Context: an optimization exercise on an open-source flow, tuned for small area and a short achievable clock period. The choices shown serve that exercise and are no tape-out recipe. The RTL was checked by simulation tests, not by an equivalence proof against the original design.

==> flow/design.v, too long to show whole: its modules and the start of the top module <==
// module grad_top: 1826 lines
module grad_top (
    input  wire logic        clk,
    input  wire logic        rst,
    input  wire logic        in_valid,
    input  wire logic        sof,
    input  wire logic [7:0]  pixel,
    output logic             out_valid,
    output logic [32:0]      grad
);
  // ...
==> flow/run.sh <==
#!/bin/bash
# synth_recipe.tcl (not shown) runs the flow's synth.tcl, then flattens the netlist and writes it again
# the make line also repeats each setting of config.mk as NAME=value (left out here)
make -C /OpenROAD-flow-scripts/flow DESIGN_CONFIG=/design/flow/config.mk WORK_HOME=/design/flow/orfs CLKGATE_MAP_FILE= SYNTH_SCRIPT=/design/flow/synth_recipe.tcl finish
==> flow/config.mk <==
export PLATFORM = sky130hd
export DESIGN_NAME = grad_top
export DESIGN_NICKNAME = grad_top
export VERILOG_FILES = /design/flow/design.v
export SDC_FILE = /design/flow/constraint.sdc
export NUM_CORES = 4
export LEC_CHECK = 0
export CAP_MARGIN = 20
export CORE_MARGIN = 2
export CORE_UTILIZATION = 65
export CTS_BUF_LIST = sky130_fd_sc_hd__clkbuf_8
export CTS_CLUSTER_SIZE = 30
export SLEW_MARGIN = 20
==> flow/constraint.sdc <==
create_clock -name core_clock -period 26.0 [get_ports {clk}]
set_input_delay 5.2000 -clock core_clock [delete_from_list [all_inputs] [get_ports {clk}]]
set_output_delay 5.2000 -clock core_clock [all_outputs]
set_load 0.01 [all_outputs]
==> flow_summary.toml, run 1 <==
[setup_path]
critical_path.startpoint = "grad[13]"
critical_path.top_delay_family = "buffers and inverters"
critical_path.endpoint = "grad[13]"
path_cells = "clkdlybuf4s50_1"
critical_path_depth = 1
critPathMaxStageDelay_ns = 0.55
critical_path.slowest_cell = "sky130_fd_sc_hd__clkdlybuf4s50_1"
timing.critical_path.required_ns = 20.80

[job]
cap_viol_max_count = 0

[sta]
whs_ns = 0.3133
setup_repair_after_global_routing_missed_its_margin = "false"
timing.final.crit_share_pct = 25.90
worst_slew_pin_slew_ns = 1.064
max_clock_freq_ghz = 0.1485

[final_layout]
registers.top_by_ff_count = "sr"
layout_commonest_cell = "sky130_fd_sc_hd__dfxtp_1"
multi_input_cells = 1806
design_area_um2 = 33590

[synth]
post_synth_num_cell_types = 93
synth-compound-area-share_pct = 12.40
synth_xor_area_share_pct = 4.582
synth_area_leaders = "sky130_fd_sc_hd__edfxtp_1 26%, sky130_fd_sc_hd__dfxtp_1 24%, sky130_fd_sc_hd__ha_1 11%"
total_nets_after_synthesis = 3065

[floorplanning]
dieArea_um2 = 48510
floorplan.core_area_um2 = 46360
chipHeight_um = 220.2

[hold_path]
min-delay-path-class = "flop to flop"

[clock_tree]
cts.sink_count = 622
insertion_delay_ns = 0.70

[grt]
globalRouteOverflowTotal = 0
grt_pass1_wl_mm = 93.18

[place]
dp.final_hpwl_mm = 41.72
dp_slack_ns = 19.15

[drt]
route.met2.wl_mm = 27.82
routedLengthMet1_mm = 25.73
wire_per_inst_um = 16.14

[outcome]
outcome = "no timing/DRC/antenna violations"
==> inputs of run 2 (changes only) <==
--- a/flow/design.v
+++ b/flow/design.v
@@ -57,22 +57,22 @@
     logic [7:0] av, ah;
     assign dv = {1'b0, sr[0]}  - {1'b0, sr[32]};
     assign dh = {1'b0, sr[15]} - {1'b0, sr[17]};
     assign av = dv[8] ? 8'(-dv[7:0]) : dv[7:0];
     assign ah = dh[8] ? 8'(-dh[7:0]) : dh[7:0];
     logic [7:0] r1_av, r1_ah;
     logic       r1_hz, r1_neg, r1_ovf;
     logic [7:0] r1_dsr;
-    assign r1_dsr = {r1_ah[7:1], r1_ah[0] | r1_hz};
+    assign r1_dsr = r1_ovf ? 8'd0 : {r1_ah[7:1], r1_ah[0] | r1_hz};
     always_ff @(posedge clk) begin
         r1_av  <= av;
         r1_ah  <= ah;
         r1_hz  <= (ah == 8'd0);
-        r1_neg <= dv[8] ^ dh[8];
+        r1_neg <= (dv[8] ^ dh[8]) && (av != 8'd0);
         r1_ovf <= (ah[7:5] == 3'd0) && (av[7:3] >= ah[4:0]) && (av != 8'd0);
     end
     logic [16:0] ssq0;
     logic sq_w1;
     logic sq_w2;
     assign sq_w1 = (r1_av[0] & r1_av[7]) ^ (r1_av[1] & r1_av[6]);
     assign sq_w2 = (r1_av[0] & r1_av[7]) & (r1_av[1] & r1_av[6]);
     logic sq_w3;
@@ -297,25 +297,24 @@
     assign dq1_ge = !dq1_x[9];
     logic [7:0] dq1_r;
     assign dq1_r = dq1_ge ? dq1_d[7:0] : dq1_t[7:0];
     logic [1:0] dq1_q;
     assign dq1_q = {dq0_q, dq1_ge};
     logic [7:0] p2_drem;
     logic [1:0] p2_dquo;
     logic [7:0] p2_dsr;
-    logic p2_neg, p2_ovf;
+    logic p2_neg;
     logic [2:0] p2_num;
     logic [16:0] p2_srad;
     always_ff @(posedge clk) begin
         p2_drem <= dq1_r;
         p2_dquo <= dq1_q;
         p2_dsr  <= r1_dsr;
         p2_neg  <= r1_neg;
-        p2_ovf  <= r1_ovf;
         p2_num  <= r1_av[2:0];
         p2_srad <= ssq0;
     end
     logic [8:0] dq2_t;
     assign dq2_t = {p2_drem, p2_num[0]};
     logic [8:0] dq2_d;
     logic dq2_ge;
     logic [9:0] dq2_x;
@@ -489,26 +488,25 @@
     assign sq2_ge = sq2_cy[5];
     logic [3:0] sq2_r;
     logic [2:0] sq2_q;
     assign sq2_r = sq2_ge ? sq2_d[3:0] : sq2_c[3:0];
     assign sq2_q = {sq1_q, sq2_ge};
     logic [7:0] p3_drem;
     logic [4:0] p3_dquo;
     logic [7:0] p3_dsr;
-    logic p3_neg, p3_ovf;
+    logic p3_neg;
     logic [16:0] p3_srad;
     logic [3:0] p3_srem;
     logic [2:0] p3_sroot;
     always_ff @(posedge clk) begin
         p3_drem <= dq4_r;
         p3_dquo <= dq4_q;
         p3_dsr  <= p2_dsr;
         p3_neg  <= p2_neg;
-        p3_ovf  <= p2_ovf;
         p3_srad <= p2_srad;
         p3_srem  <= sq2_r;
         p3_sroot <= sq2_q;
     end
     logic [8:0] dq5_t;
     assign dq5_t = {p3_drem, 1'b0};
     logic [8:0] dq5_d;
     logic dq5_ge;
@@ -764,26 +762,25 @@
     assign sq5_ge = sq5_cy[8];
     logic [6:0] sq5_r;
     logic [5:0] sq5_q;
     assign sq5_r = sq5_ge ? sq5_d[6:0] : sq5_c[6:0];
     assign sq5_q = {sq4_q, sq5_ge};
     logic [7:0] p4_drem;
     logic [7:0] p4_dquo;
     logic [7:0] p4_dsr;
-    logic p4_neg, p4_ovf;
+    logic p4_neg;
     logic [16:0] p4_srad;
     logic [6:0] p4_srem;
     logic [5:0] p4_sroot;
     always_ff @(posedge clk) begin
         p4_drem <= dq7_r;
         p4_dquo <= dq7_q;
         p4_dsr  <= p3_dsr;
         p4_neg  <= p3_neg;
-        p4_ovf  <= p3_ovf;
         p4_srad <= p3_srad;
         p4_srem  <= sq5_r;
         p4_sroot <= sq5_q;
     end
     logic [8:0] dq8_t;
     assign dq8_t = {p4_drem, 1'b0};
     logic [8:0] dq8_d;
     logic dq8_ge;
@@ -1010,26 +1007,25 @@
     assign sq7_ge = sq7_cy[10];
     logic [8:0] sq7_r;
     logic [7:0] sq7_q;
     assign sq7_r = sq7_ge ? sq7_d[8:0] : sq7_c[8:0];
     assign sq7_q = {sq6_q, sq7_ge};
     logic [7:0] p5_drem;
     logic [10:0] p5_dquo;
     logic [7:0] p5_dsr;
-    logic p5_neg, p5_ovf;
+    logic p5_neg;
     logic [16:0] p5_srad;
     logic [8:0] p5_srem;
     logic [7:0] p5_sroot;
     always_ff @(posedge clk) begin
         p5_drem <= dq10_r;
         p5_dquo <= dq10_q;
         p5_dsr  <= p4_dsr;
         p5_neg  <= p4_neg;
-        p5_ovf  <= p4_ovf;
         p5_srad <= p4_srad;
         p5_srem  <= sq7_r;
         p5_sroot <= sq7_q;
     end
     logic [8:0] dq11_t;
     assign dq11_t = {p5_drem, 1'b0};
     logic [8:0] dq11_d;
     logic dq11_ge;
@@ -1296,26 +1292,25 @@
     assign sq9_ge = sq9_cy[12];
     logic [10:0] sq9_r;
     logic [9:0] sq9_q;
     assign sq9_r = sq9_ge ? sq9_d[10:0] : sq9_c[10:0];
     assign sq9_q = {sq8_q, sq9_ge};
     logic [7:0] p6_drem;
     logic [13:0] p6_dquo;
     logic [7:0] p6_dsr;
-    logic p6_neg, p6_ovf;
+    logic p6_neg;
     logic [16:0] p6_srad;
     logic [10:0] p6_srem;
     logic [9:0] p6_sroot;
     always_ff @(posedge clk) begin
         p6_drem <= dq13_r;
         p6_dquo <= dq13_q;
         p6_dsr  <= p5_dsr;
         p6_neg  <= p5_neg;
-        p6_ovf  <= p5_ovf;
         p6_srad <= p5_srad;
         p6_srem  <= sq9_r;
         p6_sroot <= sq9_q;
     end
     logic [8:0] dq14_t;
     assign dq14_t = {p6_drem, 1'b0};
     logic [8:0] dq14_d;
     logic dq14_ge;
@@ -1616,26 +1611,25 @@
     assign sq11_ge = sq11_cy[14];
     logic [12:0] sq11_r;
     logic [11:0] sq11_q;
     assign sq11_r = sq11_ge ? sq11_d[12:0] : sq11_c[12:0];
     assign sq11_q = {sq10_q, sq11_ge};
     logic [7:0] p7_drem;
     logic [16:0] p7_dquo;
     logic [7:0] p7_dsr;
-    logic p7_neg, p7_ovf;
+    logic p7_neg;
     logic [16:0] p7_srad;
     logic [12:0] p7_srem;
     logic [11:0] p7_sroot;
     always_ff @(posedge clk) begin
         p7_drem <= dq16_r;
         p7_dquo <= dq16_q;
         p7_dsr  <= p6_dsr;
         p7_neg  <= p6_neg;
-        p7_ovf  <= p6_ovf;
         p7_srad <= p6_srad;
         p7_srem  <= sq11_r;
         p7_sroot <= sq11_q;
     end
     logic [8:0] dq17_t;
     assign dq17_t = {p7_drem, 1'b0};
     logic [8:0] dq17_d;
     logic dq17_ge;
@@ -1815,15 +1809,14 @@
     logic [18:0] q, q_low, q_neg;
     logic [19:0] tan;
     assign q = dq18_q;
     assign q_low[0] = 1'b0;
     for (genvar i = 1; i < 19; i++) begin : g_low
         assign q_low[i] = |q[i-1:0];
     end
     assign q_neg = q ^ q_low;
-    assign tan = p7_ovf ? (p7_neg ? 20'h80000 : 20'h7ffff)
-               : p7_neg ? {|q, q_neg} : {1'b0, q};
+    assign tan = p7_neg ? {1'b1, (&q) ? 19'd0 : q_neg} : {1'b0, q};
     always_ff @(posedge clk) begin
         grad <= {sq12_q, tan};
     end
 endmodule
 `default_nettype wire
==> flow/config.mk (replaced) <==
export PLATFORM = sky130hd
export DESIGN_NAME = grad_top
export DESIGN_NICKNAME = grad_top
export VERILOG_FILES = /design/flow/design.v
export SDC_FILE = /design/flow/constraint.sdc
export NUM_CORES = 4
export LEC_CHECK = 0
export CAP_MARGIN = 20
export CORE_MARGIN = 2
export CORE_UTILIZATION = 65
export SLEW_MARGIN = 20
==> run 2 against run 1 <==
Effect of this change: register-to-register slack improved by 0.14 ns; design area shrank 1.5%; utilization rose by 0.48 points; critical path type unchanged; die area shrank 1.6%; cell count shrank 3.9%.
==> flow_summary.toml, run 2 <==
[final_layout]
final_core_util_pct = 72.94
commonest_cells_after_routing_fill_and_taps_aside = "351 x sky130_fd_sc_hd__dfxtp_1, 266 x sky130_fd_sc_hd__inv_1, 264 x sky130_fd_sc_hd__edfxtp_1, 260 x sky130_fd_sc_hd__ha_1, 183 x sky130_fd_sc_hd__nor2_1"
area_delta_synth_final_pct = 10.67
antennaDiodeCount = 0
largest_reg_flops = 264
fin_nets = 3080
layout_commonest_cell = "sky130_fd_sc_hd__dfxtp_1"
registers.top_by_ff_count = "sr"
largestRegisters = "sr: 264 flops, grad: 33 flops"
final_layout_size_suffix_gt1_share_pct = 7.532
layout.filler_cells = 3108

[drt]
final_antenna_net_count = 0
initialDrtViolationCount = 1245
via_per_inst = 5.615
wl_mm = 56.24
total_drc_errors_in_the_routed_layout = 0
drt_pre_antenna_iters = 5
number_of_vias_in_the_routed_layout = 19024
wire_per_inst_um = 16.60

[synth]
yosys.area_share.simple_pct = 9.621
postSynth.topFlopCell = "sky130_fd_sc_hd__dfxtp_1"
synthesis.area_per_instance_um2 = 11.26
synth_seq_area_share_pct = 50.06
ys_seq_elements = 616
total_nets_after_synthesis = 3001
synth_xor_area_share_pct = 4.861
synth_top_area_cell = "sky130_fd_sc_hd__edfxtp_1"
post_synth_most_frequent_cells = "352 x sky130_fd_sc_hd__dfxtp_1, 266 x sky130_fd_sc_hd__inv_1, 264 x sky130_fd_sc_hd__edfxtp_1"
share_of_async_settable_or_async_resettable_flops_after_synthesis_pct = 0
synth-compound-area-share_pct = 11.49
synthMostInstantiatedCell = "sky130_fd_sc_hd__dfxtp_1"
synthDominantCellAreaShare_pct = 26.50
post_synth_inst_count = 2657
syn_area_um2 = 29910
synth.mux.area_fraction_pct = 4.405
post_synth_num_cell_types = 77
ys.warnings.count = 2
synth_area_leaders = "sky130_fd_sc_hd__edfxtp_1 27%, sky130_fd_sc_hd__dfxtp_1 24%, sky130_fd_sc_hd__ha_1 11%"
yosys.area_share.adder_pct = 15.70
synth_top_family_by_area = "adder cells"
synth_edf_count = 264

[setup_path]
critPathMaxStageDelay_ns = 0.56
largest_fanout_of_any_net_on_the_critical_path = 1
critical_path.top_delay_family = "buffers and inverters"
path_cells = "clkdlybuf4s50_1"
timing.critical_path.required_ns = 20.80
crit_path_end_kind = "output pin"
timing_worst_setup_path_type = "flop to output pin"
worstSetupStartpointType = "flop"
worstPathArrival_ns = 1.50
timing.critical_path.buf_inv = 1
r2r_slack_ns = 19.47
critical_path.slowest_cell = "sky130_fd_sc_hd__clkdlybuf4s50_1"

[sta]
timing.setup.tns_ns = 0
max_clock_freq_ghz = 0.1492
final_max_slew_viol_count = 0
hold_viol = 0
timing.final.crit_share_pct = 25.78
max_slew_margin_pct = 34.81
period_needed_ns = 6.704
finClkSkew_ns = 0.02247
setup_repair_after_global_routing_missed_its_margin = "false"
timing.final.setup_violations = 0
whs_ns = 0.3235
worst_slew_pin_slew_ns = 0.9758

[grt]
globalRouteOverflowTotal = 0
maximum_number_of_pins_on_one_net_before_global_route_repair = 82
grt_antenna_before_repair = 0
track_usage_pct = 23.98
grt_pass1_wl_mm = 92.85
first_global_vias = 19326

[clock_tree]
cts_root_buffer = "sky130_fd_sc_hd__clkbuf_16"
cts.sink_count = 616
post_cts_buffers = 0
resized_after_cts = 0
hold_buf_count_cts = 0
ctsLongestPathBuffers = 3
cts_tree = "built"
h-tree-depth = 2
clock_slew_at_reported_path_ffs_ns = 0.06
tritoncts.num_buffers = 60
insertion_delay_ns = 0.62

[floorplanning]
chipHeight_um = 218.5
std_cell_rows = 78
io_pins = 46
initial_utilization_pct = 65.91
floorplan.core_area_um2 = 45380
dieArea_um2 = 47750
die_width_um = 218.5

[place]
routabilityCongestion = 0.8575
dp.final_hpwl_mm = 39.91
io_buffer_count = 45

[job]
cap_viol_max_count = 0

[outcome]
outcome = "no timing/DRC/antenna violations"

[hold_path]
min-delay-path-class = "flop to flop"
run 2: changes by cell type in the layout (fill, tap and decap cells not counted), moves of 12 or more:
cell / delta
sky130_fd_sc_hd__a21o_1: -12
sky130_fd_sc_hd__and2_1: +14
sky130_fd_sc_hd__clkbuf_1: +13
sky130_fd_sc_hd__clkbuf_16: +61
sky130_fd_sc_hd__clkbuf_8: -109
sky130_fd_sc_hd__inv_1: -16
sky130_fd_sc_hd__mux2_2: +22
sky130_fd_sc_hd__nor2_1: -29
sky130_fd_sc_hd__o21ai_0: +14
sky130_fd_sc_hd__o31ai_1: +15
run 2: kinds of logic after synthesis:
group           count (synthesis)
buf+inv                       301
xor+xnor                      166
mux                           122
flops                         616
fa+ha+maj                     332
simple gates                  589
other cells                     1
compound gates                530
run 2: final cells by class:
type	instances	area (um^2)	share of cell area, %
Timing Repair Buffer	50	488.0	1.474
Clock buffer	82	1685	5.091
Clock inverter	32	399.1	1.206
Sequential cell	616	14980	45.25
Multi-Input combinational cell	1740	13790	41.67
Tap cell	600	750.7	2.268
Inverter	268	1006	3.039
run 2: worst reg2reg max path, delay by kind of cell, from the launching register on:
family / cells / cell delay [ns]
compound gates: 10 / 2.24
fa+ha+maj: 3 / 0.82
buf+inv: 2 / 0.33
flops: 1 / 0.34
simple gates: 6 / 1.51
mux: 3 / 1.17
run 2: worst paths after layout:
kind	start	to	depth (start not counted)
setup / recovery	grad[15]	grad[15]	1
hold / removal	p3_dquo[3]	p4_dquo[6]	0
setup reg to reg	p5_dsr[1]	p6_drem[7]	24
hold reg to reg	p3_dquo[3]	p4_dquo[6]	0
run 2: stage by stage:
stage	area (um^2)	setup WS (ns)	instances
2_1_floorplan	29910	19.00	2657
6_report	33100	19.30	3388
4_1_cts	33090	19.26	3388
3_3_place_gp	31010	19.69	3274
5_1_grt	33100	18.87	3388
3_5_place_dp	31010	19.57	3274
run 2: per-layer routing:
layer  vias up  global-route usage (%)  routed length (um)  part of all wire [%]
met5         -                       0                   0                     0
met2       341                   41.69               27500                    49
li1       9475                       -                   -                     -
met4         0                   8.435                1484                   2.6
met3       102                   3.159                1955                   3.5
met1      9106                   30.80               25300                    45
==> inputs of run 3 (changes only) <==
--- a/flow/config.mk
+++ b/flow/config.mk
@@ -10,2 +10,4 @@
 export CORE_UTILIZATION = 65
+export CTS_CLUSTER_DIAMETER = 60
+export CTS_CLUSTER_SIZE = 20
 export SLEW_MARGIN = 20
==> run 3 against run 2 <==
Effect of this change: count of clock-buffer cells in the layout is 24 lower; sequential share of layout area grew 0.88 points; global-route usage fell by 0.57 points; register-to-register slack better by 0.03 ns; largest cell class unchanged.
==> flow_summary.toml, run 3 <==
[final_layout]
registers.top_by_ff_count = "sr"
antennaDiodeCount = 0
layout.filler_cells = 3195
commonest_cells_after_routing_fill_and_taps_aside = "351 x sky130_fd_sc_hd__dfxtp_1, 266 x sky130_fd_sc_hd__inv_1, 264 x sky130_fd_sc_hd__edfxtp_1, 260 x sky130_fd_sc_hd__ha_1, 183 x sky130_fd_sc_hd__nor2_1"
final_core_util_pct = 71.55
largest_reg_flops = 264
fin_nets = 3064
design_area_um2 = 32470
layout_commonest_cell = "sky130_fd_sc_hd__dfxtp_1"
area_delta_synth_final_pct = 8.559
final_layout_size_suffix_gt1_share_pct = 6.502
largestRegisters = "sr: 264 flops, grad: 33 flops"

[clock_tree]
cts.sink_count = 616
resized_after_cts = 0
h-tree-depth = 2
tritoncts.num_buffers = 44
post_cts_buffers = 0
cts_tree = "built"
clock_slew_at_reported_path_ffs_ns = 0.08
ctsLongestPathBuffers = 3
hold_buf_count_cts = 0
cts_root_buffer = "sky130_fd_sc_hd__clkbuf_16"
insertion_delay_ns = 0.59

[floorplanning]
initial_utilization_pct = 65.91
std_cell_rows = 78
floorplan.core_area_um2 = 45380
die_width_um = 218.5
io_pins = 46
dieArea_um2 = 47750
chipHeight_um = 218.5

[setup_path]
critPathMaxStageDelay_ns = 0.57
worstSetupStartpointType = "flop"
timing.critical_path.buf_inv = 1
critical_path.top_delay_family = "buffers and inverters"
timing.critical_path.required_ns = 20.80
timing_worst_setup_path_type = "flop to output pin"
path_cells = "clkdlybuf4s50_1"
worstPathArrival_ns = 1.49
crit_path_end_kind = "output pin"
largest_fanout_of_any_net_on_the_critical_path = 1
critical_path.slowest_cell = "sky130_fd_sc_hd__clkdlybuf4s50_1"

[grt]
track_usage_pct = 23.41
first_global_vias = 19006
grt_pass1_wl_mm = 91.08
grt_antenna_before_repair = 0
maximum_number_of_pins_on_one_net_before_global_route_repair = 82
globalRouteOverflowTotal = 0

[place]
io_buffer_count = 45
postPlaceCellArea_um2 = 31010
dp.final_hpwl_mm = 39.91
routabilityCongestion = 0.8575

[synth]
postSynth.topFlopCell = "sky130_fd_sc_hd__dfxtp_1"
post_synth_inst_count = 2657
synth_top_area_cell = "sky130_fd_sc_hd__edfxtp_1"
syn_area_um2 = 29910
synthesis.area_per_instance_um2 = 11.26
post_synth_most_frequent_cells = "352 x sky130_fd_sc_hd__dfxtp_1, 266 x sky130_fd_sc_hd__inv_1, 264 x sky130_fd_sc_hd__edfxtp_1"
synthDominantCellAreaShare_pct = 26.50
share_of_async_settable_or_async_resettable_flops_after_synthesis_pct = 0
total_nets_after_synthesis = 3001
synth_seq_area_share_pct = 50.06
post_synth_num_cell_types = 77
synth_area_leaders = "sky130_fd_sc_hd__edfxtp_1 27%, sky130_fd_sc_hd__dfxtp_1 24%, sky130_fd_sc_hd__ha_1 11%"
synth_edf_count = 264
ys_seq_elements = 616
ys.warnings.count = 2
synthMostInstantiatedCell = "sky130_fd_sc_hd__dfxtp_1"

[drt]
total_drc_errors_in_the_routed_layout = 0
wl_mm = 54.84
via_per_inst = 5.626
number_of_vias_in_the_routed_layout = 18865
initialDrtViolationCount = 1102
wire_per_inst_um = 16.36
final_antenna_net_count = 0
drt_pre_antenna_iters = 5

[sta]
setup_repair_after_global_routing_missed_its_margin = "false"
timing.setup.tns_ns = 0
worst_slew_pin_slew_ns = 0.9697
timing.final.setup_violations = 0
final_max_slew_viol_count = 0
period_needed_ns = 6.688
max_slew_margin_pct = 35.22
finClkSkew_ns = 0.02762
max_clock_freq_ghz = 0.1495
timing.final.crit_share_pct = 25.72
hold_viol = 0

[hold_path]
min-delay-path-class = "flop to flop"

[job]
cap_viol_max_count = 0

[outcome]
outcome = "no timing/DRC/antenna violations"
-- run 3: cell counts after synthesis --
Identical to the previous run, type by type.
-- run 3: area by class of cell --
class | count | area [um^2] | share of cell area, %
clock buffer | 58 | 1185 | 3.649
clock inverter | 21 | 267.8 | 0.8246
inverter | 268 | 1006 | 3.098
multi-input combinational | 1740 | 13790 | 42.48
sequential | 616 | 14980 | 46.13
tap | 600 | 750.7 | 2.312
timing repair buffer | 50 | 488.0 | 1.503
-- run 3: path summary, 6_finish.rpt --
| kind | start | to | slack, ns | cells after the start |
|---|---|---|---|---|
| min reg2reg | p3_dquo[3] | p4_dquo[6] | 0.32 | 0 |
| max | grad[15] | grad[15] | 19.31 | 1 |
| min | p3_dquo[3] | p4_dquo[6] | 0.32 | 0 |
| max reg2reg | p5_dsr[1] | p6_drem[7] | 19.50 | 24 |
-- run 3: metrics by stage --
stage / setup slack (ns) / std cells / hold slack (ns)
6_report: 19.31 / 3353 / 0.3208
5_1_grt: 18.87 / 3353 / 0.3216
4_1_cts: 19.29 / 3353 / 0.3250
3_5_place_dp: 19.57 / 3274 / 0.3121
3_3_place_gp: 19.69 / 3274 / 0.3109
2_1_floorplan: 19.00 / 2657 / 0.3096
-- run 3: cell families (layout without fill, tap and decap cells) --
kind of cell	after synthesis	after routing	synth area share, %
flops	616	616	50.06
fa+ha+maj	332	332	15.70
xor+xnor	166	166	4.861
buf+inv	301	397	3.849
compound gates	530	530	11.49
mux	122	122	4.405
other cells	1	1	0.01254
simple gates	589	589	9.621
-- run 3: layer usage --
metal,routed length [um],GRT usage [%],up-vias,part of all wire [%]
met3,1612,2.603,79,2.9
met5,0,0,-,0
met4,1100,6.508,0,2.0
met2,27240,41.40,275,50
met1,24890,30.46,9092,45
li1,-,-,9419,-
==> inputs of run 4 (changes only) <==
--- a/flow/config.mk
+++ b/flow/config.mk
@@ -10,4 +10,4 @@
 export CORE_UTILIZATION = 65
-export CTS_CLUSTER_DIAMETER = 60
-export CTS_CLUSTER_SIZE = 20
+export CTS_CLUSTER_DIAMETER = 80
+export CTS_CLUSTER_SIZE = 25
 export SLEW_MARGIN = 20
==> run 4 against run 3 <==
Effect of this change: sequential share of layout area up 0.69 points; highest routed layer unchanged; register-to-register slack is essentially flat; non-clock buffer count did not move; largest cell class unchanged; setup slack worse by 0.031 ns; still clean on timing, DRC and antenna; critical path type unchanged; critical path depth unchanged; critical endpoint unchanged; global-route usage decreased by 0.61 points; maximum frequency down 0.47%; synthesized area stayed put; count of clock-buffer cells in the layout shrank 13.
==> flow_summary.toml, run 4 <==
[drt]
wl_mm = 53.80
drt_pre_antenna_iters = 5
total_drc_errors_in_the_routed_layout = 0
number_of_vias_in_the_routed_layout = 18705
via_per_inst = 5.619
final_antenna_net_count = 0
wire_per_inst_um = 16.16
initialDrtViolationCount = 1111

[setup_path]
critical_path.slowest_cell = "sky130_fd_sc_hd__clkdlybuf4s50_1"
critical_path.top_delay_family = "buffers and inverters"
r2r_slack_ns = 19.50
crit_path_end_kind = "output pin"
r2r_end = "p6_drem[7]"
timing_worst_setup_path_type = "flop to output pin"
timing.critical_path.buf_inv = 1
worst_r2r_startpoint = "p5_dsr[1]"
largest_fanout_of_any_net_on_the_critical_path = 1
timing.critical_path.required_ns = 20.80
worstPathArrival_ns = 1.52
path_cells = "clkdlybuf4s50_1"
timing.reg2reg.worst_path_depth = 24
worstSetupStartpointType = "flop"
critPathMaxStageDelay_ns = 0.56

[hold_path]
min-delay-path-class = "flop to flop"
min_to = "p3_dquo[4]"
worst_hold_startpoint = "p2_dquo[1]"
holdPathStages = 0

[grt]
grt_most_used_layer = "met2"
maximum_number_of_pins_on_one_net_before_global_route_repair = 82
globalRouteMet2Util_pct = 40.31
first_global_vias = 18728
grtUsageMet1_pct = 30.06
grt_pass1_wl_mm = 89.23
grt_met3_usage_pct = 2.408
grt_antenna_before_repair = 0
globalRouteOverflowTotal = 0
track_usage_pct = 22.80

[synth]
post_synth_inst_count = 2657
share_of_async_settable_or_async_resettable_flops_after_synthesis_pct = 0
total_nets_after_synthesis = 3001
ys_seq_elements = 616
synthesis.area_per_instance_um2 = 11.26
synthDominantCellAreaShare_pct = 26.50
synth_edf_count = 264
synthMostInstantiatedCell = "sky130_fd_sc_hd__dfxtp_1"
postSynth.topFlopCell = "sky130_fd_sc_hd__dfxtp_1"
synth_area_leaders = "sky130_fd_sc_hd__edfxtp_1 27%, sky130_fd_sc_hd__dfxtp_1 24%, sky130_fd_sc_hd__ha_1 11%"
ys.warnings.count = 2
syn_area_um2 = 29910
post_synth_most_frequent_cells = "352 x sky130_fd_sc_hd__dfxtp_1, 266 x sky130_fd_sc_hd__inv_1, 264 x sky130_fd_sc_hd__edfxtp_1"
synth_seq_area_share_pct = 50.06
synth_top_area_cell = "sky130_fd_sc_hd__edfxtp_1"
post_synth_num_cell_types = 77

[floorplanning]
die_width_um = 218.5
dieArea_um2 = 47750
floorplan.core_area_um2 = 45380
initial_utilization_pct = 65.91
std_cell_rows = 78
chipHeight_um = 218.5
io_pins = 46

[sta]
setup_repair_after_global_routing_missed_its_margin = "false"
worst_slew_pin_slew_ns = 0.9738
timing.final.crit_share_pct = 25.84
max_slew_margin_pct = 34.95
timing.setup.tns_ns = 0
period_needed_ns = 6.720
timing.final.setup_violations = 0
max_clock_freq_ghz = 0.1488
final_max_slew_viol_count = 0
finClkSkew_ns = 0.02420
hold_viol = 0

[final_layout]
layout_commonest_cell = "sky130_fd_sc_hd__dfxtp_1"
layout.filler_cells = 3260
final_core_util_pct = 70.50
registers.top_by_ff_count = "sr"
design_area_um2 = 31990
largest_reg_flops = 264
commonest_cells_after_routing_fill_and_taps_aside = "351 x sky130_fd_sc_hd__dfxtp_1, 266 x sky130_fd_sc_hd__inv_1, 264 x sky130_fd_sc_hd__edfxtp_1, 260 x sky130_fd_sc_hd__ha_1, 183 x sky130_fd_sc_hd__nor2_1"
largestRegisters = "sr: 264 flops, grad: 33 flops"
final_layout_size_suffix_gt1_share_pct = 5.716
area_delta_synth_final_pct = 6.969
antennaDiodeCount = 0
fin_nets = 3051

[place]
postPlaceCellArea_um2 = 31010
dp.final_hpwl_mm = 39.91
io_buffer_count = 45
routabilityCongestion = 0.8575

[clock_tree]
hold_buf_count_cts = 0
post_cts_buffers = 0
ctsLongestPathBuffers = 3
tritoncts.num_buffers = 31
cts.sink_count = 616
insertion_delay_ns = 0.62
cts_tree = "built"
cts_root_buffer = "sky130_fd_sc_hd__clkbuf_16"
h-tree-depth = 1
resized_after_cts = 0
clock_slew_at_reported_path_ffs_ns = 0.10

[outcome]
outcome = "no timing/DRC/antenna violations"

[job]
cap_viol_max_count = 0
[run 4: stage by stage]
stage | worst slack, ns | std cells | hold WS [ns]
5_1_grt | 18.87 | 3329 | 0.3196
3_5_place_dp | 19.57 | 3274 | 0.3121
4_1_cts | 19.24 | 3329 | 0.3155
2_1_floorplan | 19.00 | 2657 | 0.3096
3_3_place_gp | 19.69 | 3274 | 0.3109
6_report | 19.28 | 3329 | 0.3123
[run 4: worst max-delay path by stage]
stage,start,to,cells after the start
2_1_floorplan,in_v,col[3],4
3_3_place_gp,p5_dsr[1],p6_drem[4],24
3_5_place_dp,p5_dsr[1],p6_drem[3],24
4_1_cts,grad[15],grad[15],1
5_1_grt,p5_dsr[1],p6_drem[2],24
6_report,grad[15],grad[15],1
[run 4: cells by family (layout without fill, tap and decap cells)]
family | Yosys count | in the layout | share of synthesized area (%)
DFF | 616 | 616 | 50.06
and+or+nand+nor | 589 | 589 | 9.621
AOI/OAI and AO/OA | 530 | 530 | 11.49
adders and majority gates | 332 | 332 | 15.70
buffers and inverters | 301 | 373 | 3.849
xor gates and xnor gates | 166 | 166 | 4.861
muxes | 122 | 122 | 4.405
other | 1 | 1 | 0.01254
[run 4: routing by layer]
| layer | part of all wire [%] | vias to the layer above |
|---|---|---|
| met4 | 2.0 | 0 |
| met3 | 3.1 | 71 |
| met2 | 49 | 272 |
| met5 | 0 | - |
| li1 | - | 9376 |
| met1 | 46 | 8986 |
[run 4: area by class of cell]
| cell class | count | area (um^2) | share of cell area [%] |
|---|---|---|---|
| clock inverter | 10 | 118.9 | 0.3715 |
| sequential | 616 | 14980 | 46.81 |
| multi-input combinational | 1740 | 13790 | 43.12 |
| clock buffer | 45 | 858.3 | 2.683 |
| tap | 600 | 750.7 | 2.346 |
| timing repair buffer | 50 | 488.0 | 1.525 |
| inverter | 268 | 1006 | 3.144 |
==> inputs of run 5 (changes only) <==
--- a/flow/config.mk
+++ b/flow/config.mk
@@ -9,5 +9,6 @@
 export CORE_MARGIN = 2
-export CORE_UTILIZATION = 65
+export CORE_UTILIZATION = 80
 export CTS_CLUSTER_DIAMETER = 80
 export CTS_CLUSTER_SIZE = 25
+export PLACE_DENSITY = 0.85
 export SLEW_MARGIN = 20
==> run 5 against run 4 <==
Effect of this change: non-clock buffer count unchanged; via count up 12%; maximum frequency down 2.9%; register-to-register slack worse by 0.42 ns; highest routed layer unchanged; flip-flop and latch count unchanged; first-iteration DRC count up 100%; cell count down 3.9%; die area down 18%; hold slack better by 0.0098 ns.
==> flow_summary.toml, run 5 <==
[setup_path]
worstPathArrival_ns = 7.39
r2r_end = "p4_drem[7]"
timing_worst_setup_path_type = "flop to flop"
worst_r2r_startpoint = "p3_dsr[6]"
worstSetupStartpointType = "flop"
crit_path_end_kind = "flop"
largest_fanout_of_any_net_on_the_critical_path = 9
timing.critical_path.required_ns = 26.47
timing.reg2reg.worst_path_depth = 21
r2r_slack_ns = 19.08

[sta]
timing.setup.tns_ns = 0
final_max_slew_viol_count = 0
period_needed_ns = 6.919
timing.final.crit_share_pct = 26.61
max_slew_margin_pct = 25.83
worst_slew_pin_slew_ns = 1.099
timing.final.ws_setup_ns = 19.08
setup_repair_after_global_routing_missed_its_margin = "false"
timing.final.setup_violations = 0
hold_viol = 0
max_clock_freq_ghz = 0.1445
finClkSkew_ns = 0.03422

[synth]
synth_xor_area_share_pct = 4.861
synthesis.area_per_instance_um2 = 11.26
synth-compound-area-share_pct = 11.49
synth_top_area_cell = "sky130_fd_sc_hd__edfxtp_1"
post_synth_inst_count = 2657
synth_top_family_by_area = "adder cells"
synthMostInstantiatedCell = "sky130_fd_sc_hd__dfxtp_1"
synth_area_leaders = "sky130_fd_sc_hd__edfxtp_1 27%, sky130_fd_sc_hd__dfxtp_1 24%, sky130_fd_sc_hd__ha_1 11%"
yosys.area_share.simple_pct = 9.621
total_nets_after_synthesis = 3001
post_synth_most_frequent_cells = "352 x sky130_fd_sc_hd__dfxtp_1, 266 x sky130_fd_sc_hd__inv_1, 264 x sky130_fd_sc_hd__edfxtp_1"
synthDominantCellAreaShare_pct = 26.50
yosys.area_share.adder_pct = 15.70
synth_seq_area_share_pct = 50.06
syn_area_um2 = 29910
synth.mux.area_fraction_pct = 4.405
share_of_async_settable_or_async_resettable_flops_after_synthesis_pct = 0
synth_edf_count = 264
ys.warnings.count = 2
post_synth_num_cell_types = 77
ys_seq_elements = 616
postSynth.topFlopCell = "sky130_fd_sc_hd__dfxtp_1"

[floorplanning]
die_width_um = 197.4
initial_utilization_pct = 81.50
chipHeight_um = 197.4
io_pins = 46
dieArea_um2 = 38950
std_cell_rows = 70
floorplan.core_area_um2 = 36700

[final_layout]
antennaDiodeCount = 0
largestRegisters = "sr: 264 flops, grad: 33 flops"
layout_commonest_cell = "sky130_fd_sc_hd__dfxtp_1"
largest_reg_flops = 264
registers.top_by_ff_count = "sr"
fin_cells = 3200
layout.filler_cells = 1653
final_layout_size_suffix_gt1_share_pct = 5.857
commonest_cells_after_routing_fill_and_taps_aside = "351 x sky130_fd_sc_hd__dfxtp_1, 266 x sky130_fd_sc_hd__inv_1, 264 x sky130_fd_sc_hd__edfxtp_1, 260 x sky130_fd_sc_hd__ha_1, 183 x sky130_fd_sc_hd__nor2_1"
area_delta_synth_final_pct = 6.911
fin_nets = 3054

[job]
cap_viol_max_count = 0

[clock_tree]
tritoncts.num_buffers = 34
h-tree-depth = 2
insertion_delay_ns = 0.59
post_cts_buffers = 0
cts_root_buffer = "sky130_fd_sc_hd__clkbuf_16"
cts_tree = "built"
clock_slew_at_reported_path_ffs_ns = 0.10
hold_buf_count_cts = 0
resized_after_cts = 0
ctsLongestPathBuffers = 3
cts.sink_count = 616

[grt]
maximum_number_of_pins_on_one_net_before_global_route_repair = 83
first_global_vias = 21183
grt_pass1_wl_mm = 108.7
grt_antenna_before_repair = 0
globalRouteOverflowTotal = 0
track_usage_pct = 35.69

[drt]
final_antenna_net_count = 0
wire_per_inst_um = 21.29
via_per_inst = 6.533
drt_pre_antenna_iters = 7
number_of_vias_in_the_routed_layout = 20907
wl_mm = 68.14
initialDrtViolationCount = 2247
total_drc_errors_in_the_routed_layout = 0

[hold_path]
holdPathStages = 0
min-delay-path-class = "flop to flop"
worst_hold_startpoint = "p2_srad[2]"
min_to = "p3_srad[2]"

[place]
dp_slack_ns = 19.52
io_buffer_count = 45
placedCellCount = 3142
routabilityCongestion = 0.9148
dp.final_hpwl_mm = 45.09

[outcome]
outcome = "no timing/DRC/antenna violations"
[run 5: changes by cell type in the layout (fill, tap and decap cells not counted), sizes merged]
cell	previous run	this run
clkbuf	45	48
clkinvlp	1	0
clkinv	1	2
[run 5: how the worst max path moves through the flow]
stage / from / end / depth (start not counted)
6_report: p3_dsr[6] / p4_drem[7] / 21
4_1_cts: vld[7] / out_valid / 1
2_1_floorplan: in_v / col[3] / 4
3_5_place_dp: p5_dsr[1] / p6_drem[1] / 24
3_3_place_gp: p5_dsr[1] / p6_drem[2] / 24
5_1_grt: p3_dsr[1] / p4_drem[7] / 22
[run 5: metrics by stage]
step                utilization, %  instance area (um^2)  hold WS, ns
detailed placement           84.04                 30840       0.3121
global placement             84.04                 30840       0.3102
global route                 87.14                 31980       0.3165
floorplan                        -                 29910       0.3096
CTS                          87.11                 31970       0.3197
finish                       87.14                 31980       0.3221
[run 5: critical path, cell delays in order, from the launching register on]
cell,delay [ns]
sky130_fd_sc_hd__dfxtp_1,0.40
sky130_fd_sc_hd__inv_1,0.14
sky130_fd_sc_hd__ha_1,0.40
sky130_fd_sc_hd__a21o_1,0.18
sky130_fd_sc_hd__a21boi_0,0.42
sky130_fd_sc_hd__o21a_1,0.51
sky130_fd_sc_hd__mux2_2,0.42
sky130_fd_sc_hd__ha_1,0.40
sky130_fd_sc_hd__o21a_1,0.16
sky130_fd_sc_hd__o31a_1,0.16
sky130_fd_sc_hd__o21ai_0,0.14
sky130_fd_sc_hd__a21oi_1,0.29
sky130_fd_sc_hd__nand2_1,0.32
sky130_fd_sc_hd__and2_1,0.36
sky130_fd_sc_hd__o21ai_0,0.28
sky130_fd_sc_hd__ha_1,0.32
sky130_fd_sc_hd__o21ai_0,0.13
sky130_fd_sc_hd__a21boi_0,0.20
sky130_fd_sc_hd__o31ai_1,0.43
sky130_fd_sc_hd__a21oi_1,0.19
sky130_fd_sc_hd__a311oi_4,0.56
sky130_fd_sc_hd__mux2_2,0.40
[run 5: layer usage]
layer  up-vias  track usage, %  routed length [um]
li1       9399               -                   -
met1      9882           42.87               25350
met2      1287           61.24               33080
met3       339           7.256                5901
met4         0           18.27                3804
met5         -               0                   0
[run 5: area by class of cell]
type	instances	area, um^2	area share, %
Timing Repair Buffer	50	488.0	1.526
Clock buffer	48	977.2	3.056
Tap cell	468	585.6	1.831
Multi-Input combinational cell	1740	13790	43.14
Clock inverter	10	147.6	0.4617
Inverter	268	1006	3.146
Sequential cell	616	14980	46.84
[run 5: logic make-up (layout without fill, tap and decap cells)]
logic type	Yosys count	count (layout)
other	1	1
buffers and inverters	301	376
multiplexers	122	122
XOR/XNOR	166	166
flip-flops	616	616
AO/OA/AOI/OAI	530	530
AND/OR/NAND/NOR	589	589
adder cells (fa/ha/maj)	332	332
==> inputs of run 6 (changes only) <==
--- a/flow/config.mk
+++ b/flow/config.mk
@@ -9,6 +9,6 @@
 export CORE_MARGIN = 2
-export CORE_UTILIZATION = 80
+export CORE_UTILIZATION = 70
 export CTS_CLUSTER_DIAMETER = 80
 export CTS_CLUSTER_SIZE = 25
-export PLACE_DENSITY = 0.85
+export PLACE_DENSITY = 0.75
 export SLEW_MARGIN = 20
==> run 6 against run 5 <==
Effect of this change: still clean on timing, DRC and antenna; setup slack improved by 0.22 ns; register-to-register slack improved by 0.22 ns; utilization decreased by 11 points; count of clock-buffer cells in the layout decreased by 5; critical path depth increased by 3; cell count increased by 2.1%; hold slack got worse by 0.0057 ns; critical path type unchanged.
==> flow_summary.toml, run 6 <==
[outcome]
outcome = "no timing/DRC/antenna violations"

[synth]
synthMostInstantiatedCell = "sky130_fd_sc_hd__dfxtp_1"
synthDominantCellAreaShare_pct = 26.50
yosys.area_share.simple_pct = 9.621
post_synth_num_cell_types = 77
postSynth.topFlopCell = "sky130_fd_sc_hd__dfxtp_1"
synth_top_family_by_area = "adder cells"
synth.mux.area_fraction_pct = 4.405
syn_area_um2 = 29910
post_synth_inst_count = 2657
share_of_async_settable_or_async_resettable_flops_after_synthesis_pct = 0
synth_area_leaders = "sky130_fd_sc_hd__edfxtp_1 27%, sky130_fd_sc_hd__dfxtp_1 24%, sky130_fd_sc_hd__ha_1 11%"
synthesis.area_per_instance_um2 = 11.26
total_nets_after_synthesis = 3001
synth-compound-area-share_pct = 11.49
synth_seq_area_share_pct = 50.06
post_synth_most_frequent_cells = "352 x sky130_fd_sc_hd__dfxtp_1, 266 x sky130_fd_sc_hd__inv_1, 264 x sky130_fd_sc_hd__edfxtp_1"
ys.warnings.count = 2
synth_xor_area_share_pct = 4.861
yosys.area_share.adder_pct = 15.70
ys_seq_elements = 616
synth_top_area_cell = "sky130_fd_sc_hd__edfxtp_1"
synth_edf_count = 264

[final_layout]
design_area_um2 = 31910
final_layout_size_suffix_gt1_share_pct = 5.680
antennaDiodeCount = 0
area_delta_synth_final_pct = 6.672
combined_area_of_the_multi_input_logic_cells_um2 = 13790
layout_commonest_cell = "sky130_fd_sc_hd__dfxtp_1"
layout.filler_cells = 2813
fin_nets = 3051
commonest_cells_after_routing_fill_and_taps_aside = "351 x sky130_fd_sc_hd__dfxtp_1, 266 x sky130_fd_sc_hd__inv_1, 264 x sky130_fd_sc_hd__edfxtp_1, 260 x sky130_fd_sc_hd__ha_1, 183 x sky130_fd_sc_hd__nor2_1"
largest_reg_flops = 264
registers.top_by_ff_count = "sr"
register_area_um2 = 14980
largestRegisters = "sr: 264 flops, grad: 33 flops"

[setup_path]
timing.reg2reg.worst_path_depth = 24
timing.critical_path.required_ns = 26.49
critical_path.endpoint = "p6_drem[6]"
worstPathArrival_ns = 7.19
r2r_end = "p6_drem[6]"
r2r_slack_ns = 19.30
worstSetupStartpointType = "flop"
timing_worst_setup_path_type = "flop to flop"
largest_fanout_of_any_net_on_the_critical_path = 8
crit_path_end_kind = "flop"
critical_path.startpoint = "p5_dsr[1]"
worst_r2r_startpoint = "p5_dsr[1]"

[clock_tree]
h-tree-depth = 1
ctsLongestPathBuffers = 3
cts.sink_count = 616
insertion_delay_ns = 0.61
tritoncts.num_buffers = 31
clock_slew_at_reported_path_ffs_ns = 0.09
resized_after_cts = 0
hold_buf_count_cts = 0
post_cts_buffers = 0
cts_root_buffer = "sky130_fd_sc_hd__clkbuf_16"
cts_tree = "built"

[grt]
globalRouteOverflowTotal = 0
grt_pass1_wl_mm = 89.69
first_global_vias = 18990
grt_antenna_before_repair = 0
maximum_number_of_pins_on_one_net_before_global_route_repair = 97
track_usage_pct = 24.55

[drt]
wire_per_inst_um = 16.54
initialDrtViolationCount = 1072
via_per_inst = 5.769
number_of_vias_in_the_routed_layout = 18854
wl_mm = 54.05
total_drc_errors_in_the_routed_layout = 0
final_antenna_net_count = 0
drt_pre_antenna_iters = 5

[sta]
period_needed_ns = 6.696
timing.final.crit_share_pct = 25.76
finClkSkew_ns = 0.02753
hold_viol = 0
max_slew_margin_pct = 31.30
worst_slew_pin_slew_ns = 1.031
timing.final.setup_violations = 0
timing.setup.tns_ns = 0
setup_repair_after_global_routing_missed_its_margin = "false"
timing.final.ws_setup_ns = 19.30
max_clock_freq_ghz = 0.1493
final_max_slew_viol_count = 0

[floorplanning]
dieArea_um2 = 44400
floorplan.core_area_um2 = 42040
io_pins = 46
chipHeight_um = 210.7
std_cell_rows = 75
die_width_um = 210.7
initial_utilization_pct = 71.15

[place]
dp.final_hpwl_mm = 39.50
routabilityCongestion = 0.9522
dp_slack_ns = 19.42
postPlaceCellArea_um2 = 30930
io_buffer_count = 45

[job]
cap_viol_max_count = 0

[hold_path]
min-delay-path-class = "flop to flop"
==> run 6: cell counts after synthesis <==
No cell type changed its count.
==> run 6: logic make-up (layout without fill, tap and decap cells) <==
family                     Yosys count  in the layout
and+or+nand+nor                    589            589
DFF                                616            616
adders and majority gates          332            332
xor gates and xnor gates           166            166
buffers and inverters              301            373
other                                1              1
AOI/OAI and AO/OA                  530            530
muxes                              122            122
==> run 6: worst min path at each step <==
| stage | cells past startpoint | start | endpoint |
|---|---|---|---|
| floorplan | 0 | r1_neg | p2_neg |
| global placement | 0 | p4_dquo[0] | p5_dquo[3] |
| detailed placement | 0 | r1_neg | p2_neg |
| CTS | 0 | r1_neg | p2_neg |
| global route | 0 | p2_srad[0] | p3_srad[0] |
| finish | 0 | p2_srad[1] | p3_srad[1] |
==> run 6: cell type report <==
type / instances / share of cell area [%]
multi-input combinational: 1740 / 43.22
timing repair buffer: 50 / 1.541
sequential: 616 / 46.95
inverter: 268 / 3.153
clock buffer: 43 / 2.604
clock inverter: 12 / 0.4275
tap: 539 / 2.114
==> run 6: stage by stage <==
stage	hold WS, ns	instances	utilization, %
after floorplan	0.3096	2657	-
after global placement	0.3097	3213	73.57
after detailed placement	0.3121	3213	73.57
after CTS	0.3222	3268	75.88
after global routing	0.3279	3268	75.89
final	0.3164	3268	75.89
==> run 6: critical path: stages, from the launching register on <==
cell	delay [ns]
sky130_fd_sc_hd__dfxtp_1	0.36
sky130_fd_sc_hd__inv_1	0.11
sky130_fd_sc_hd__ha_1	0.30
sky130_fd_sc_hd__nor2b_1	0.14
sky130_fd_sc_hd__o31a_1	0.29
sky130_fd_sc_hd__o31ai_1	0.34
sky130_fd_sc_hd__and2_1	0.25
sky130_fd_sc_hd__clkinv_1	0.24
sky130_fd_sc_hd__mux2_2	0.36
sky130_fd_sc_hd__ha_1	0.23
sky130_fd_sc_hd__a21oi_1	0.16
sky130_fd_sc_hd__nor2b_1	0.06
sky130_fd_sc_hd__a311oi_1	0.32
sky130_fd_sc_hd__a21boi_0	0.44
sky130_fd_sc_hd__and2_1	0.40
sky130_fd_sc_hd__mux2_2	0.40
sky130_fd_sc_hd__ha_1	0.32
sky130_fd_sc_hd__o21a_1	0.13
sky130_fd_sc_hd__o31a_1	0.18
sky130_fd_sc_hd__o31a_1	0.19
sky130_fd_sc_hd__o31ai_1	0.12
sky130_fd_sc_hd__o2111a_1	0.16
sky130_fd_sc_hd__and3_1	0.18
sky130_fd_sc_hd__nor2_1	0.49
sky130_fd_sc_hd__mux2_2	0.41
==> run 6: layer usage <==
metal	GRT usage (%)	wire length, um	up-vias
met5	0	0	-
met4	6.314	1148	0
met3	2.557	1683	89
met1	31.43	24060	9015
li1	-	-	9393
met2	44.66	27150	357
==> inputs of run 7 (changes only) <==
--- a/flow/config.mk
+++ b/flow/config.mk
@@ -7,8 +7,7 @@
 export LEC_CHECK = 0
-export CAP_MARGIN = 20
+export CAP_MARGIN = 50
 export CORE_MARGIN = 2
-export CORE_UTILIZATION = 70
+export CORE_UTILIZATION = 65
 export CTS_CLUSTER_DIAMETER = 80
 export CTS_CLUSTER_SIZE = 25
-export PLACE_DENSITY = 0.75
-export SLEW_MARGIN = 20
+export SLEW_MARGIN = 80
==> run 7 against run 6 <==
Effect of this change: hold slack worse by 0.00063 ns; sequential share of layout area down 2.8 points; synthesized cell count unchanged; register-to-register slack better by 0.25 ns; critical endpoint is now grad[14].
==> flow_summary.toml, run 7 <==
[setup_path]
worstPathArrival_ns = 1.43
critical_path.slowest_cell = "sky130_fd_sc_hd__clkdlybuf4s50_1"
critical_path.top_delay_family = "buffers and inverters"
timing.critical_path.buf_inv = 1
r2r_end = "p6_srem[10]"
r2r_slack_ns = 19.55
path_cells = "clkdlybuf4s50_1"
crit_path_end_kind = "output pin"
largest_fanout_of_any_net_on_the_critical_path = 1
worstSetupStartpointType = "flop"
worst_r2r_startpoint = "p5_sroot[1]"
timing_worst_setup_path_type = "flop to output pin"
timing.critical_path.required_ns = 20.80
timing.reg2reg.worst_path_depth = 24
critPathMaxStageDelay_ns = 0.55

[floorplanning]
std_cell_rows = 78
dieArea_um2 = 47750
chipHeight_um = 218.5
die_width_um = 218.5
floorplan.core_area_um2 = 45380
io_pins = 46
initial_utilization_pct = 65.91

[synth]
post_synth_most_frequent_cells = "352 x sky130_fd_sc_hd__dfxtp_1, 266 x sky130_fd_sc_hd__inv_1, 264 x sky130_fd_sc_hd__edfxtp_1"
synth_seq_area_share_pct = 50.06
share_of_async_settable_or_async_resettable_flops_after_synthesis_pct = 0
ys_seq_elements = 616
post_synth_inst_count = 2657
synth_area_leaders = "sky130_fd_sc_hd__edfxtp_1 27%, sky130_fd_sc_hd__dfxtp_1 24%, sky130_fd_sc_hd__ha_1 11%"
synthDominantCellAreaShare_pct = 26.50
post_synth_num_cell_types = 77
total_nets_after_synthesis = 3001
synth_top_area_cell = "sky130_fd_sc_hd__edfxtp_1"
ys.warnings.count = 2
synthMostInstantiatedCell = "sky130_fd_sc_hd__dfxtp_1"
synthesis.area_per_instance_um2 = 11.26
postSynth.topFlopCell = "sky130_fd_sc_hd__dfxtp_1"
synth_edf_count = 264
syn_area_um2 = 29910

[sta]
finClkSkew_ns = 0.01891
max_clock_freq_ghz = 0.1508
final_max_slew_viol_count = 0
timing.final.setup_violations = 0
timing.final.crit_share_pct = 25.50
hold_viol = 0
timing.setup.tns_ns = 0
whs_ns = 0.3158
setup_repair_after_global_routing_missed_its_margin = "false"
period_needed_ns = 6.630

[clock_tree]
cts_root_buffer = "sky130_fd_sc_hd__clkbuf_16"
clock_slew_at_reported_path_ffs_ns = 0.09
h-tree-depth = 2
hold_buf_count_cts = 0
post_cts_buffers = 0
cts_tree = "built"
cts.sink_count = 616
ctsLongestPathBuffers = 3
tritoncts.num_buffers = 34
resized_after_cts = 0
insertion_delay_ns = 0.57

[final_layout]
combined_area_of_the_multi_input_logic_cells_um2 = 15000
register_area_um2 = 15010
fin_cells = 3402
largest_reg_flops = 264
registers.top_by_ff_count = "sr"
area_delta_synth_final_pct = 13.69
antennaDiodeCount = 0
largestRegisters = "sr: 264 flops, grad: 33 flops"
fin_nets = 3123
commonest_cells_after_routing_fill_and_taps_aside = "325 x sky130_fd_sc_hd__dfxtp_1, 264 x sky130_fd_sc_hd__inv_1, 264 x sky130_fd_sc_hd__edfxtp_1, 258 x sky130_fd_sc_hd__ha_1, 171 x sky130_fd_sc_hd__nor2_1"
final_layout_size_suffix_gt1_share_pct = 13.31
layout_commonest_cell = "sky130_fd_sc_hd__dfxtp_1"
layout.filler_cells = 3018
final_core_util_pct = 74.93

[drt]
wire_per_inst_um = 16.91
drt_pre_antenna_iters = 7
final_antenna_net_count = 0
via_per_inst = 5.666
initialDrtViolationCount = 1032
total_drc_errors_in_the_routed_layout = 0
wl_mm = 57.54
number_of_vias_in_the_routed_layout = 19277

[grt]
grt_antenna_before_repair = 0
first_global_vias = 19492
grt_pass1_wl_mm = 92.90
track_usage_pct = 23.94
maximum_number_of_pins_on_one_net_before_global_route_repair = 30
globalRouteOverflowTotal = 0

[job]
cap_viol_max_count = 0

[outcome]
outcome = "no timing/DRC/antenna violations"

[place]
placedCellCount = 3332
routabilityCongestion = 0.8575
io_buffer_count = 45
dp.final_hpwl_mm = 42.30

[hold_path]
min_to = "p4_srad[0]"
min-delay-path-class = "flop to flop"
holdPathStages = 0
worst_hold_startpoint = "p3_srad[0]"
[run 7: cells by family (layout without fill, tap and decap cells)]
| logic type | count (synthesis) | in the layout | share of synthesized area [%] |
|---|---|---|---|
| adder cells (fa/ha/maj) | 332 | 332 | 15.70 |
| flip-flops | 616 | 616 | 50.06 |
| multiplexers | 122 | 122 | 4.405 |
| other | 1 | 1 | 0.01254 |
| AND/OR/NAND/NOR | 589 | 589 | 9.621 |
| AO/OA/AOI/OAI | 530 | 530 | 11.49 |
| buffers and inverters | 301 | 446 | 3.849 |
| XOR/XNOR | 166 | 166 | 4.861 |
[run 7: cell type report]
cell class                 count  area share, %
timing repair buffer         119          3.253
inverter                     268          2.966
sequential                   616          44.15
tap                          600          2.208
multi-input combinational   1740          44.12
clock inverter                 9         0.3495
clock buffer                  50          2.955
[run 7: worst max-delay path by stage]
stage	startpoint	depth (start not counted)	slack, ns	to
floorplan	in_v	4	19.00	col[3]
global placement	p5_dsr[1]	24	19.69	p6_drem[4]
detailed placement	p3_dsr[1]	26	19.49	p4_drem[2]
CTS	grad[29]	1	19.32	grad[29]
global route	p5_sroot[2]	23	19.11	p6_srem[9]
finish	grad[14]	1	19.37	grad[14]
[run 7: per-layer routing]
metal	part of all wire (%)	track usage (%)	routed length, um	vias to the layer above
met3	3.1	3.271	1799	105
li1	-	-	-	9540
met5	0	0	0	-
met1	44	30.36	25360	9312
met2	50	42.81	28980	320
met4	2.4	6.644	1406	0
[run 7: through the flow]
stage | cell area [um^2] | setup WS [ns]
3_3_place_gp | 31010 | 19.69
5_1_grt | 34010 | 19.11
6_report | 34010 | 19.37
2_1_floorplan | 29910 | 19.00
4_1_cts | 33310 | 19.32
3_5_place_dp | 32190 | 19.49
==> inputs of run 8 (changes only) <==
--- a/flow/config.mk
+++ b/flow/config.mk
@@ -7,3 +7,3 @@
 export LEC_CHECK = 0
-export CAP_MARGIN = 50
+export CAP_MARGIN = 80
 export CORE_MARGIN = 2
@@ -12,2 +12,2 @@
 export CTS_CLUSTER_SIZE = 25
-export SLEW_MARGIN = 80
+export SLEW_MARGIN = 90
==> run 8 against run 7 <==
Effect of this change: the flow now stops in 4_1_cts; synthesized cell count unchanged; synthesized area is the same.
==> flow_summary.toml, run 8 <==
[floorplanning]
initial_utilization_pct = 65.91
std_cell_rows = 78
io_pins = 46
die_width_um = 218.5
chipHeight_um = 218.5

[synth]
synthesis.area_per_instance_um2 = 11.26
synth_area_leaders = "sky130_fd_sc_hd__edfxtp_1 27%, sky130_fd_sc_hd__dfxtp_1 24%, sky130_fd_sc_hd__ha_1 11%"
synth_top_area_cell = "sky130_fd_sc_hd__edfxtp_1"
synthMostInstantiatedCell = "sky130_fd_sc_hd__dfxtp_1"
total_nets_after_synthesis = 3001
synth_edf_count = 264
postSynth.topFlopCell = "sky130_fd_sc_hd__dfxtp_1"
post_synth_inst_count = 2657
syn_area_um2 = 29910
synthDominantCellAreaShare_pct = 26.50
synth_seq_area_share_pct = 50.06
post_synth_num_cell_types = 77
post_synth_most_frequent_cells = "352 x sky130_fd_sc_hd__dfxtp_1, 266 x sky130_fd_sc_hd__inv_1, 264 x sky130_fd_sc_hd__edfxtp_1"
ys_seq_elements = 616
share_of_async_settable_or_async_resettable_flops_after_synthesis_pct = 0
ys.warnings.count = 2

[outcome]
failing_step = "4_1_cts"
tool_error = "[ERROR DPL-0033] detailed placement checks failed during check placement."
outcome = "stopped before the end"

[place]
dp.final_hpwl_mm = 80.90
io_buffer_count = 45
routabilityCongestion = 0.8575

[clock_tree]
post_cts_buffers = 0
resized_after_cts = 0
cts.sink_count = 616
hold_buf_count_cts = 0
h-tree-depth = 2
ctsLongestPathBuffers = 3
tritoncts.num_buffers = 35
cts_root_buffer = "sky130_fd_sc_hd__clkbuf_16"
[run 8: kinds of logic after synthesis]
group	count (synthesis)	synth area share, %
buffers and inverters	301	3.849
adders and majority gates	332	15.70
other	1	0.01254
and+or+nand+nor	589	9.621
DFF	616	50.06
muxes	122	4.405
AOI/OAI and AO/OA	530	11.49
xor gates and xnor gates	166	4.861
[run 8: per-stage QoR]
| step | hold slack [ns] | setup WS, ns | std cells | cell area [um^2] |
|---|---|---|---|---|
| floorplan | 0.3096 | 19.00 | 2657 | 29910 |
| global placement | 0.3109 | 19.69 | 3274 | 31010 |
| detailed placement | 0.3121 | 7.026 | 4048 | 43240 |
[run 8: worst min-delay path by stage]
| stage | startpoint | endpoint | slack [ns] |
|---|---|---|---|
| detailed placement | p5_dquo[1] | p6_dquo[4] | 0.31 |
| floorplan | r1_neg | p2_neg | 0.31 |
| global placement | p3_srad[5] | p4_srad[5] | 0.31 |
==> inputs of run 9 (changes only) <==
--- a/flow/config.mk
+++ b/flow/config.mk
@@ -7,7 +7,7 @@
 export LEC_CHECK = 0
-export CAP_MARGIN = 80
+export CAP_MARGIN = 20
 export CORE_MARGIN = 2
 export CORE_UTILIZATION = 65
-export CTS_CLUSTER_DIAMETER = 80
-export CTS_CLUSTER_SIZE = 25
-export SLEW_MARGIN = 90
+export CTS_CLUSTER_DIAMETER = 90
+export CTS_CLUSTER_SIZE = 30
+export SLEW_MARGIN = 20
==> run 9 against run 8 <==
Effect of this change: the run now finishes clean; synthesized cell count did not move; synthesized area unchanged.
==> flow_summary.toml, run 9 <==
[clock_tree]
resized_after_cts = 0
clock_slew_at_reported_path_ffs_ns = 0.11
tritoncts.num_buffers = 25
post_cts_buffers = 0
ctsLongestPathBuffers = 3
cts_root_buffer = "sky130_fd_sc_hd__clkbuf_16"
cts.sink_count = 616
h-tree-depth = 1
hold_buf_count_cts = 0
insertion_delay_ns = 0.61

[floorplanning]
io_pins = 46
chipHeight_um = 218.5
die_width_um = 218.5
initial_utilization_pct = 65.91
dieArea_um2 = 47750
std_cell_rows = 78

[synth]
synth-compound-area-share_pct = 11.49
share_of_async_settable_or_async_resettable_flops_after_synthesis_pct = 0
ys_seq_elements = 616
synth.mux.area_fraction_pct = 4.405
synth_edf_count = 264
synthesis.area_per_instance_um2 = 11.26
yosys.area_share.simple_pct = 9.621
post_synth_inst_count = 2657
synth_top_family_by_area = "adder cells"
synth_top_area_cell = "sky130_fd_sc_hd__edfxtp_1"
synthDominantCellAreaShare_pct = 26.50
synth_area_leaders = "sky130_fd_sc_hd__edfxtp_1 27%, sky130_fd_sc_hd__dfxtp_1 24%, sky130_fd_sc_hd__ha_1 11%"
post_synth_most_frequent_cells = "352 x sky130_fd_sc_hd__dfxtp_1, 266 x sky130_fd_sc_hd__inv_1, 264 x sky130_fd_sc_hd__edfxtp_1"
total_nets_after_synthesis = 3001
synth_xor_area_share_pct = 4.861
ys.warnings.count = 2
post_synth_num_cell_types = 77
postSynth.topFlopCell = "sky130_fd_sc_hd__dfxtp_1"
syn_area_um2 = 29910
synth_seq_area_share_pct = 50.06

[drt]
drt_pre_antenna_iters = 5
final_antenna_net_count = 0
wl_mm = 53.25

[place]
placedCellCount = 3274
io_buffer_count = 45
dp.final_hpwl_mm = 39.91
routabilityCongestion = 0.8575

[final_layout]
commonest_cells_after_routing_fill_and_taps_aside = "351 x sky130_fd_sc_hd__dfxtp_1, 266 x sky130_fd_sc_hd__inv_1, 264 x sky130_fd_sc_hd__edfxtp_1, 260 x sky130_fd_sc_hd__ha_1, 183 x sky130_fd_sc_hd__nor2_1"
largest_reg_flops = 264

[setup_path]
crit_path_end_kind = "output pin"

[sta]
max_slew_margin_pct = 35.77

[outcome]
outcome = "no timing/DRC/antenna violations"
-- run 9: worst reg2reg max path: stages (launching register included) --
cell and delay [ns]:
sky130_fd_sc_hd__dfxtp_1 0.36, sky130_fd_sc_hd__inv_1 0.10, sky130_fd_sc_hd__ha_1 0.29, sky130_fd_sc_hd__nor2b_1 0.15, sky130_fd_sc_hd__o31a_1 0.29, sky130_fd_sc_hd__o31ai_1 0.33, sky130_fd_sc_hd__and2_1 0.24, sky130_fd_sc_hd__clkinv_1 0.23
sky130_fd_sc_hd__mux2_2 0.36, sky130_fd_sc_hd__ha_1 0.22, sky130_fd_sc_hd__a21oi_1 0.15, sky130_fd_sc_hd__nor2b_1 0.06, sky130_fd_sc_hd__a311oi_1 0.31, sky130_fd_sc_hd__a21boi_0 0.37, sky130_fd_sc_hd__and2_1 0.35, sky130_fd_sc_hd__mux2_2 0.39
sky130_fd_sc_hd__ha_1 0.31, sky130_fd_sc_hd__o21a_1 0.13, sky130_fd_sc_hd__o31a_1 0.18, sky130_fd_sc_hd__o31a_1 0.18, sky130_fd_sc_hd__o31ai_1 0.12, sky130_fd_sc_hd__o2111a_1 0.16, sky130_fd_sc_hd__and3_1 0.18, sky130_fd_sc_hd__nor2_1 0.49
sky130_fd_sc_hd__mux2_2 0.41
-- run 9: worst paths after layout --
path | to | slack [ns] | depth (start not counted) | start
setup / recovery | grad[15] | 19.29 | 1 | grad[15]
hold / removal | p5_srad[0] | 0.32 | 0 | p4_srad[0]
setup reg to reg | p6_drem[7] | 19.51 | 24 | p5_dsr[1]
hold reg to reg | p5_srad[0] | 0.32 | 0 | p4_srad[0]
-- run 9: cell families after synthesis --
logic type | after synthesis
DFF | 616
muxes | 122
AOI/OAI and AO/OA | 530
and+or+nand+nor | 589
buffers and inverters | 301
adders and majority gates | 332
xor gates and xnor gates | 166
other | 1
-- run 9: cell type report --
cell class / count / area [um^2]
Timing Repair Buffer: 50 / 488.0
Sequential cell: 616 / 14980
Clock buffer: 37 / 670.6
Tap cell: 600 / 750.7
Multi-Input combinational cell: 1740 / 13790
Clock inverter: 6 / 65.06
Inverter: 268 / 1006
Fill cell: 3273 / 13630
-- run 9: metal layers --
metal / vias up / track usage [%] / part of all wire, %
li1: 9345 / - / -
met1: 8953 / 29.85 / 46
met2: 280 / 40.24 / 49
met3: 76 / 2.213 / 2.6
met4: 0 / 4.921 / 2.0
met5: - / 0 / 0
-- run 9: stage by stage --
stage	setup WS (ns)	instance area [um^2]	util, %
after floorplan	19.00	29910	-
after global placement	19.69	31010	68.33
after detailed placement	19.57	31010	68.33
after CTS	19.26	31740	69.95
after global routing	18.86	31750	69.97
final	19.29	31750	69.97

-- port drivers added, routing unchanged --
In the flow no input, the clock included, has a driving cell. The finished layouts below were timed again as built, in two steps. Step 1, drivers: a clkbuf_16 drives clk and a buf_2 each remaining input, both assumed. Step 2, shift: input delay + t, output delay - t, t = (earliest + latest rising clock arrival at the registers) / 2. This alone moves slack from input paths to output paths. Slacks: no drivers / after step 1 / after step 2; pairs: no drivers / after step 1.
| run | t (ns) | setup slack, ns | clock arrival spread, ns | worst slew at a driven data input, ns |
|---|---|---|---|---|
| run 1 | 0.736 | 19.267 / 19.210 / 19.333 | 0.035 / 0.035 | 0.03 |
| run 2 | 0.675 | 19.296 / 19.237 / 19.473 | 0.028 / 0.028 | 0.04 |
| run 3 | 0.641 | 19.312 / 19.251 / 19.505 | 0.034 / 0.034 | 0.04 |
| run 4 | 0.663 | 19.280 / 19.221 / 19.503 | 0.025 / 0.025 | 0.04 |
| run 5 | 0.629 | 19.081 / 19.081 / 19.081 | 0.038 / 0.038 | 0.05 |
| run 6 | 0.657 | 19.304 / 19.266 / 19.304 | 0.030 / 0.030 | 0.05 |
| run 7 | 0.623 | 19.370 / 19.308 / 19.551 | 0.021 / 0.021 | 0.04 |
| run 9 | 0.651 | 19.294 / 19.237 / 19.514 | 0.033 / 0.033 | 0.04 |
After both steps setup and hold are still met in every run listed.
